Source: an optimization exercise on an open RTL-to-GDS flow (aim: small area and a short achievable clock period). Production flows keep margins and buffers that such runs may drop.
Only simulation tests tie the RTL to the original design; equivalence was not proved.
Power and IR drop assume default switching activity. The flow treats the clock pin as an ideal source, which a real chip does not have.

Setup of alpha:
==> flow/design.v (excerpt) <==
module xy_frame_sequencer
#(
   parameter int          DEPTH   = 64,
   parameter int          DWELL   = 2,
   parameter logic [15:0] TIMEOUT = 16'd50000
) (
   input  logic       clk,
   input  logic       reset,
   input  logic       enable,
   input  logic       step,
   input  logic       rx_valid,
   input  logic [7:0] rx_data,
   output logic [7:0] xdac,
   output logic [7:0] ydac,
   output logic       frame_start,
   output logic       loading,
   output logic       load_err
);
Size in the first run: roughly 2,100 flip-flops, roughly 32 I/O pins, ~69,000 um^2 of cells after synthesis.
Settings: LEC_CHECK=0, CAP_MARGIN=20, CORE_MARGIN=2, CORE_UTILIZATION=55, SLEW_MARGIN=20; clock period 9.0 ns.
standard.sh (not shown) runs the stock make flow with config.mk's settings and CLKGATE_MAP_FILE= SYNTH_SCRIPT=/design/flow/synth_recipe.tcl, a recipe that flattens the netlist after the stock synthesis.
==> flow/flow/run.sh <==
#!/bin/bash
# Standard ORFS layout (the standard.sh) with these changes:
#  - synthesis is the standard synthesis script, except that ABC maps the
#    logic with an area-oriented script (flow/area.abc); registers are not
#    touched by ABC, so they come out as in the standard synthesis;
#  - footprint matching off, so timing repair may resize the port buffers;
#  - port buffers start as buf_2 rather than a delay cell;
#  - setup repair aims at a tighter slack margin;
#  - CTS without dummy loads and with larger sink clusters.
set -euo pipefail
here=$(pwd)
export MY_ABC_SCRIPT=$here/flow/area.abc
{
  head -n 1 synth_recipe.tcl
  cat <<'TCL'
proc abc {args} {
  set i [lsearch -exact $args -script]
  if {$i >= 0} { lset args [expr {$i + 1}] $::env(MY_ABC_SCRIPT) }
  yosys abc {*}$args
}
TCL
  tail -n +2 synth_recipe.tcl
} > area_synth.tcl
bash standard.sh \
  SYNTH_SCRIPT=$here/area_synth.tcl \
  MATCH_CELL_FOOTPRINT=0 \
  SETUP_SLACK_MARGIN=6.05 \
  "BUFFER_PORTS_ARGS=-buffer_cell sky130_fd_sc_hd__buf_2" \
  "CTS_ARGS=-sink_clustering_enable -repair_clock_nets -sink_clustering_size 30 -sink_clustering_max_diameter 90 -buf_list sky130_fd_sc_hd__clkbuf_16 -dont_use_dummy_load" \
  finish > make_finish.log 2>&1
==> flow/flow/area.abc <==
strash
dch -f
amap
topo
No stage failed in alpha, and the final checks on the layout all came back clean.
For gamma, these inputs were changed with respect to alpha:
diff --git a/flow/flow/run.sh b/flow/flow/run.sh
--- a/flow/flow/run.sh
+++ b/flow/flow/run.sh
@@ -27,4 +27,4 @@
   SETUP_SLACK_MARGIN=6.05 \
   "BUFFER_PORTS_ARGS=-buffer_cell sky130_fd_sc_hd__buf_2" \
-  "CTS_ARGS=-sink_clustering_enable -repair_clock_nets -sink_clustering_size 30 -sink_clustering_max_diameter 90 -buf_list sky130_fd_sc_hd__clkbuf_16 -dont_use_dummy_load" \
+  "CTS_ARGS=-sink_clustering_enable -repair_clock_nets -sink_clustering_size 30 -sink_clustering_max_diameter 80 -buf_list sky130_fd_sc_hd__clkbuf_16 -dont_use_dummy_load" \
   finish > make_finish.log 2>&1
Notes after the runs:
The proportion of power drawn by the clock network of gamma is higher than that of alpha. Going from alpha to gamma, post-detailed-placement cell area essentially unchanged; row count essentially unchanged; number of non-filler instances in the completed layout grew by 0.39%. Against alpha as the reference, gamma delivers a higher layout overhead on the synthesized area. On combinational power, gamma and alpha are basically level. Share of the clock period used by the worst path: gamma vs alpha — no meaningful difference. Setup slack in gamma is smaller than in alpha. ~same global-route usage in gamma and alpha.

== run 1 ==
The RTL this note starts from:
==> flow/design.v <==
package dandy_pkg;
   localparam logic [7:0] HDR_BYTE = 8'hA5;
   localparam logic [7:0] DAC_MID  = 8'h80;
   typedef struct packed {
      logic [7:0] x;
      logic [7:0] y;
   } point_t;
endpackage
module xy_point_bank (
   input  logic        clk,
   input  logic        en_i,      
   input  logic        load_i,    
   input  logic [15:0] wdata_i,
   input  logic        one_i,     
   input  logic        two_i,     
   input  logic [5:0]  inc_i,     
   output logic [15:0] head_o,
   output logic [15:0] next_o
);
   logic [15:0]        h_q, p1_q;
   logic [30:0][15:0]  s31_q;
   logic [15:0][15:0]  s16_q;
   logic [7:0][15:0]   s8_q;
   logic [3:0][15:0]   s4_q;
   logic [1:0][15:0]   s2_q;
   logic [15:0]        s1_q;
   logic [15:0]        c0, c1, c2, c3, c4, c5, c6;
   assign c0 = load_i ? wdata_i : h_q;
   assign c1 = inc_i[5] ? s31_q[0] : c0;
   assign c2 = inc_i[4] ? s16_q[0] : c1;
   assign c3 = inc_i[3] ? s8_q[0]  : c2;
   assign c4 = inc_i[2] ? s4_q[0]  : c3;
   assign c5 = inc_i[1] ? s2_q[0]  : c4;
   assign c6 = inc_i[0] ? s1_q     : c5;
   assign next_o = one_i ? c0 : p1_q;
   always_ff @(posedge clk)
      if (en_i) begin
         h_q       <= next_o;
         p1_q      <= two_i ? c0 : c6;
         s31_q     <= {c0, s31_q[30:1]};
         s16_q     <= {c1, s16_q[15:1]};
         s8_q      <= {c2, s8_q[7:1]};
         s4_q      <= {c3, s4_q[3:1]};
         s2_q      <= {c4, s2_q[1]};
         s1_q      <= c5;
      end
   assign head_o = h_q;
endmodule
module xy_frame_sequencer
#(
   parameter int          DEPTH   = 64,
   parameter int          DWELL   = 2,
   parameter logic [15:0] TIMEOUT = 16'd50000
) (
   input  logic       clk,
   input  logic       reset,
   input  logic       enable,
   input  logic       step,
   input  logic       rx_valid,
   input  logic [7:0] rx_data,
   output logic [7:0] xdac,
   output logic [7:0] ydac,
   output logic       frame_start,
   output logic       loading,
   output logic       load_err
);
   logic       st_c_q, st_x_q, st_y_q, busy_q, err_q;
   logic [5:0] rem_q;           
   logic       last_q;          
   logic       fx_q;            
   logic       cfg_q;           
   logic [15:0] wd_q;           
   logic       hdr, cnt_ok, wr_en;
   logic       ld_done;
   logic [15:0] wdata;
   assign hdr     = (rx_data == dandy_pkg::HDR_BYTE);
   assign cnt_ok  = (rx_data != 8'd0) && (rx_data <= 8'd64);
   assign wr_en   = rx_valid && st_y_q;
   assign wdata   = {wd_q[15:8], rx_data};
   always_ff @(posedge clk)
      if (reset) begin
         st_c_q <= 1'b0;
         st_x_q <= 1'b0;
         st_y_q <= 1'b0;
         busy_q <= 1'b0;
         err_q  <= 1'b0;
      end else if (rx_valid) begin
         st_c_q <= !busy_q && hdr;
         st_x_q <= (st_c_q && cnt_ok) || (st_y_q && !last_q);
         st_y_q <= st_x_q;
         busy_q <= (!busy_q && hdr) || (st_c_q && cnt_ok) || st_x_q || (st_y_q && !last_q);
         if (st_c_q) err_q <= !cnt_ok;
      end
   always_ff @(posedge clk)
      cfg_q <= rx_valid && st_x_q && fx_q;
   always_ff @(posedge clk)
      if (rx_valid) begin
         if (st_c_q) begin
            rem_q  <= 6'(rx_data - 8'd1);
            last_q <= (rx_data == 8'd1);
            fx_q   <= 1'b1;
         end
         if (st_y_q) begin
            rem_q  <= rem_q - 6'd1;
            last_q <= (rem_q == 6'd1);
            fx_q   <= 1'b0;
         end
      end
   logic       one_q [2];
   logic [5:0] inc_q [2];
   logic       two   [2];
   logic [5:0] lidx  [2];       
   for (genvar b = 0; b < 2; b++) begin : g_shape
      assign two[b]  = !one_q[b] && (inc_q[b] == 6'd0);
      assign lidx[b] = one_q[b]    ? 6'd0 :
                       inc_q[b][5] ? {1'b1, inc_q[b][4:0]} : {1'b0, inc_q[b][4:0] + 5'd1};
   end
   logic        run_q, dwell_q, act_q, swp_q, fs_q, rot_q, have_q;
   logic        a_q;            
   logic        w_q;            
   logic        i_q;            
   logic        d_q;            
   logic [5:0]  pr_q;           
   logic [15:0] rdata_q;
   logic [15:0] head [2];
   logic [15:0] nxt  [2];
   logic        lp_q, l0_act, l0_new, l_inc, es, adv, wrap, swap_ok, swap_w, swap_i, start, rd_en;
   logic        act_n;
   logic        lag_q, lag_d, act_d;
   logic        ld_q [2];       
   logic        en_q [2];       
   logic [15:0] lhead [2];      
   logic [15:0] c_act, c_new, c_done;
   assign act_n   = ~act_q;
   assign l0_act  = one_q[act_q];
   assign l0_new  = one_q[act_n];
   assign l_inc   = (pr_q == 6'd1);
   assign es      = enable && step;
   assign start   = enable && i_q;
   assign adv     = es && a_q;
   assign wrap    = es && w_q;
   assign swap_ok = swp_q && !(st_x_q || st_y_q);
   assign ld_done = rx_valid && d_q;
   assign swap_w  = wrap && (swap_ok || ld_done);
   assign swap_i  = ld_done && !have_q;
   assign rd_en   = start || adv;
   assign act_d   = act_q ^ (swap_i || swap_w);
   assign lag_d   = (rot_q || lag_q) && ld_q[act_q];
   logic [15:0] y_es, y_e;
   assign c_act   = lhead[act_q];
   assign c_new   = lhead[act_n];
   assign y_es    = w_q ? (swap_ok ? c_new : c_act) : (a_q || i_q) ? c_act : rdata_q;
   assign y_e     = i_q ? c_act : rdata_q;
   assign c_done  = fx_q ? wdata : nxt[act_n];
   always_ff @(posedge clk)
      if (cfg_q) begin
         one_q[act_n] <= (rem_q == 6'd0);
         inc_q[act_n] <= {rem_q[5], rem_q[5] ? rem_q[4:0] : rem_q[4:0] - 5'd1};
      end
   always_ff @(posedge clk)
      if (reset) begin
         run_q   <= 1'b0;
         dwell_q <= 1'b0;
         a_q     <= 1'b0;
         w_q     <= 1'b0;
         lp_q    <= 1'b0;
         i_q     <= 1'b0;
         d_q     <= 1'b0;
         pr_q    <= '0;
         act_q   <= 1'b0;
         swp_q   <= 1'b0;
         fs_q    <= 1'b0;
         rot_q   <= 1'b0;
         lag_q   <= 1'b0;
         have_q  <= 1'b0;
         rdata_q <= {dandy_pkg::DAC_MID, dandy_pkg::DAC_MID};
      end else begin
         fs_q   <= start || wrap;
         rot_q  <= rd_en;
         lag_q  <= lag_d;
         have_q <= have_q || ld_done;
         i_q    <= !run_q && (have_q ? !enable : ld_done);
         if (rx_valid) d_q <= st_x_q && last_q;
         if (start) run_q <= 1'b1;
         if (start)              dwell_q <= 1'b0;
         else if (run_q && es)   dwell_q <= !dwell_q;
         if (run_q && es) begin
            a_q <= !dwell_q;
            w_q <= !dwell_q && lp_q;
         end
         if (start)     lp_q <= l0_act;
         else if (wrap) lp_q <= (rx_valid && d_q) ? fx_q : swap_ok ? l0_new : l0_act;
         else if (adv)  lp_q <= l_inc;
         if (start)     pr_q <= lidx[act_q];
         else if (wrap) pr_q <= (rx_valid && d_q) ? (fx_q ? 6'd0 : lidx[act_n]) :
                                swap_ok ? lidx[act_n] : lidx[act_q];
         else if (adv)  pr_q <= pr_q - 6'd1;
         act_q  <= act_d;
         if (swap_w)                 swp_q <= 1'b0;
         else if (ld_done && have_q) swp_q <= 1'b1;
         if (enable) rdata_q <= !step ? y_e : (rx_valid && w_q && d_q) ? c_done : y_es;
      end
   always_ff @(posedge clk) begin
      if (rx_valid && st_x_q) wd_q[15:8] <= rx_data;
      if (wr_en)              wd_q[7:0]  <= rx_data;
   end
   for (genvar b = 0; b < 2; b++) begin : g_bank
      logic ld_d, sel1;
      assign ld_d = wr_en && (act_n == 1'(b));
      always_ff @(posedge clk) begin
         ld_q[b] <= ld_d;
         en_q[b] <= ld_d || (!reset && (rd_en || lag_d) && (act_d == 1'(b)));
      end
      assign sel1 = ld_q[b] || (lag_q && (act_q == 1'(b)));
      assign lhead[b] = sel1 ? nxt[b] : head[b];
      xy_point_bank u_bank (
         .clk     (clk),
         .en_i    (en_q[b]),
         .load_i  (ld_q[b]),
         .wdata_i (wd_q),
         .one_i   (one_q[b]),
         .two_i   (two[b]),
         .inc_i   (inc_q[b]),
         .head_o  (head[b]),
         .next_o  (nxt[b])
      );
   end
   assign xdac        = rdata_q[15:8];
   assign ydac        = rdata_q[7:0];
   assign frame_start = fs_q;
   assign loading     = busy_q;
   assign load_err    = err_q;
endmodule
==> flow/config.mk <==
export PLATFORM = sky130hd
export DESIGN_NAME = xy_frame_sequencer
export DESIGN_NICKNAME = xy_frame_sequencer
export VERILOG_FILES = /design/flow/design.v
export SDC_FILE = /design/flow/constraint.sdc
export NUM_CORES = 4
export LEC_CHECK = 0
export CAP_MARGIN = 20
export CORE_MARGIN = 2
export CORE_UTILIZATION = 58
export SLEW_MARGIN = 20
==> flow/constraint.sdc <==
create_clock -name core_clock -period 9.0 [get_ports {clk}]
set_input_delay 1.8000 -clock core_clock [delete_from_list [all_inputs] [get_ports {clk}]]
set_output_delay 1.8000 -clock core_clock [all_outputs]
set_load 0.01 [all_outputs]
==> flow/flow/run.sh <==
#!/bin/bash
# Standard ORFS layout (the standard.sh) with these changes:
#  - synthesis is the standard synthesis script, except that ABC maps the
#    logic with an area-oriented script (flow/area.abc); registers are not
#    touched by ABC, so they come out as in the standard synthesis;
#  - footprint matching off, so timing repair may resize the port buffers;
#  - port buffers start as buf_2 rather than a delay cell;
#  - setup repair aims at a tighter slack margin;
#  - CTS without dummy loads and with larger sink clusters.
set -euo pipefail
here=$(pwd)
export MY_ABC_SCRIPT=$here/flow/area.abc
{
  head -n 1 synth_recipe.tcl
  cat <<'TCL'
proc abc {args} {
  set i [lsearch -exact $args -script]
  if {$i >= 0} { lset args [expr {$i + 1}] $::env(MY_ABC_SCRIPT) }
  yosys abc {*}$args
}
TCL
  tail -n +2 synth_recipe.tcl
} > area_synth.tcl
bash standard.sh \
  SYNTH_SCRIPT=$here/area_synth.tcl \
  MATCH_CELL_FOOTPRINT=0 \
  SETUP_SLACK_MARGIN=6.05 \
  "BUFFER_PORTS_ARGS=-buffer_cell sky130_fd_sc_hd__buf_2" \
  "CTS_ARGS=-sink_clustering_enable -repair_clock_nets -sink_clustering_size 30 -sink_clustering_max_diameter 80 -buf_list sky130_fd_sc_hd__clkbuf_16 -dont_use_dummy_load" \
  finish > make_finish.log 2>&1
Scripts as last shown in full above: flow/flow/area.abc
Inputs modified between run 1 and run 2:
Settings: CORE_UTILIZATION now 55, was 58.
-- flow/flow/run.sh --
<<< run 1, line 25
  SYNTH_SCRIPT=$here/area_synth.tcl \
  MATCH_CELL_FOOTPRINT=0 \
  SETUP_SLACK_MARGIN=6.05 \
  "BUFFER_PORTS_ARGS=-buffer_cell sky130_fd_sc_hd__buf_2" \
  "CTS_ARGS=-sink_clustering_enable -repair_clock_nets -sink_clustering_size 30 -sink_clustering_max_diameter 80 -buf_list sky130_fd_sc_hd__clkbuf_16 -dont_use_dummy_load" \
>>> run 2, line 25
  SYNTH_SCRIPT=$here/area_synth.tcl \
  MATCH_CELL_FOOTPRINT=0 \
  SETUP_SLACK_MARGIN=6.1 \
  "BUFFER_PORTS_ARGS=-buffer_cell sky130_fd_sc_hd__buf_2" \
  "CTS_ARGS=-sink_clustering_enable -repair_clock_nets -sink_clustering_size 30 -sink_clustering_max_diameter 80 -buf_list sky130_fd_sc_hd__clkbuf_16 -dont_use_dummy_load" \
[summary]
- Run 2 | stages: all done | timing, DRC, antenna: all pass
- The multi-input gate share of total cell area on run 1 is in line with that on run 2.
- Wire length: lower on run 1
- Relative to run 1, worst setup slack has increased by 0.11 ns in run 2.
- Summary: with run 1 as the reference, post-layout instance count excluding filler cells in run 2 moved up by a few percent.
- Diff run 2..run 1 | length of routed wiring on met1 | negligible
- The part of the power in the clock network was comparable across run 1 and run 2.
- Largest voltage drop on the vdd net of run 2 falls short of that of run 1 by a little under 10%.
- ~same sequential standard cell area in run 1 and run 2
### run 2 -> run 3
-- flow/flow/run.sh --
<<< run 2, line 25
  SYNTH_SCRIPT=$here/area_synth.tcl \
  MATCH_CELL_FOOTPRINT=0 \
  SETUP_SLACK_MARGIN=6.1 \
  "BUFFER_PORTS_ARGS=-buffer_cell sky130_fd_sc_hd__buf_2" \
  "CTS_ARGS=-sink_clustering_enable -repair_clock_nets -sink_clustering_size 30 -sink_clustering_max_diameter 80 -buf_list sky130_fd_sc_hd__clkbuf_16 -dont_use_dummy_load" \
  finish > make_finish.log 2>&1
>>> run 3, line 25
  SYNTH_SCRIPT=$here/area_synth.tcl \
  MATCH_CELL_FOOTPRINT=0 \
  SETUP_SLACK_MARGIN=6.05 \
  "BUFFER_PORTS_ARGS=-buffer_cell sky130_fd_sc_hd__buf_2" \
  "CTS_ARGS=-sink_clustering_enable -repair_clock_nets -sink_clustering_size 28 -sink_clustering_max_diameter 75 -buf_list sky130_fd_sc_hd__clkbuf_16 -dont_use_dummy_load" \
  finish > make_finish.log 2>&1
--- outcome ---
- Result for run 2 and run 3: all clean
- Compared to run 2, run 3 has layout cell share with drive strength beyond 1 0.37 points higher.
- Taking run 2 as the reference, in run 3 growth of design area from synthesis to finish shows an increase of 0.40 points, total power consumption of the routed design shows an increase of 2.0%, peak supply drop shows an increase of about 9%, post-cts resize count shows a reduction of 10.
- Worst setup slack ends up lower on run 3.
- Comparing run 2 against run 3, there is no change at all in max-capacitance violation count.
- Routing usage on met3 essentially unchanged between run 3 and run 2.
- Diff run 2..run 3 | overall routed net length | negligible
- Looking at data arrival at the endpoint of the critical path, run 3 sits 0.02 ns above run 2.
- Cell area | run 3 vs run 2 | run 3 larger
Here is what was changed in the inputs of run 4 compared with run 3.
-- flow/flow/run.sh --
<<< run 3, line 27
  SETUP_SLACK_MARGIN=6.05 \
  "BUFFER_PORTS_ARGS=-buffer_cell sky130_fd_sc_hd__buf_2" \
  "CTS_ARGS=-sink_clustering_enable -repair_clock_nets -sink_clustering_size 28 -sink_clustering_max_diameter 75 -buf_list sky130_fd_sc_hd__clkbuf_16 -dont_use_dummy_load" \
  finish > make_finish.log 2>&1
>>> run 4, line 27
  SETUP_SLACK_MARGIN=6.05 \
  "BUFFER_PORTS_ARGS=-buffer_cell sky130_fd_sc_hd__buf_2" \
  "CTS_ARGS=-sink_clustering_enable -repair_clock_nets -sink_clustering_size 26 -sink_clustering_max_diameter 80 -buf_list sky130_fd_sc_hd__clkbuf_16 -dont_use_dummy_load" \
  finish > make_finish.log 2>&1
Results
- Looking at signed area change from the synthesized netlist to the final layout, run 4 sits 0.26 points below run 3.
- Comparing power share of the clock group for run 3 and run 4, the bigger number came from run 3.
- Looking at run 3 and run 4, the post-route standard cell area excluding fillers is a wash.
- Run comparison: run 3 origin of the worst setup path err_q$_SDFFE_PP0P_; run 4 origin of the worst setup path rdata_q[6]$_SDFFE_PP0P_
- Ratio of final minimum period to clock period: run 3 vs run 4 — no meaningful difference
- Number of antenna violations at the first check in global routing ended up 1 higher on run 4 than on run 3.
- Non-clock buffer count, run 4 vs run 3: down slightly
- The via count on run 3 is in line with that on run 4.
- For run 4, the critical path endpoint was ydac[6], unlike run 3, where it was load_err.
- Compared to run 3, the routing of run 4 uses less wire.
- Run 4 gives less number of violations reported at the end of detailed-routing iteration 0 than run 3 did.

[re-timing with driven ports]
Ports are ideal in the flow. The routed layouts listed here were re-timed in OpenROAD.
Step 1 sets driving cells, clkbuf_16 on the clock port and buf_2 on the other inputs (assumed; they add their load-dependent delay and slew).
Step 2 moves the port delays by t, midway between the first and last clock arrival at a register: inputs arrive t later, outputs are due t later. That takes back most of the time a late clock gives input paths.
Three values: ideal ports, drivers, drivers and shift; two values: the first two.
run | t (ns) | setup WS [ns] | worst register clock-pin slew, ns
alpha | 0.727 | 6.048 / 5.974 / 5.353 | 0.12 / 0.12
gamma | 0.738 | 6.035 / 5.960 / 5.397 | 0.12 / 0.12
run 1 | 0.737 | 5.925 / 5.855 / 5.442 | 0.12 / 0.12
run 2 | 0.737 | 6.033 / 5.960 / 5.474 | 0.11 / 0.11
run 3 | 0.755 | 6.013 / 5.943 / 5.398 | 0.10 / 0.10
run 4 | 0.750 | 6.008 / 5.935 / 5.411 | 0.10 / 0.10
After both steps setup and hold are still met in every run listed. The setup slack of alpha, which loses most, moves by -0.074 ns with the drivers and by -0.695 ns with both steps.
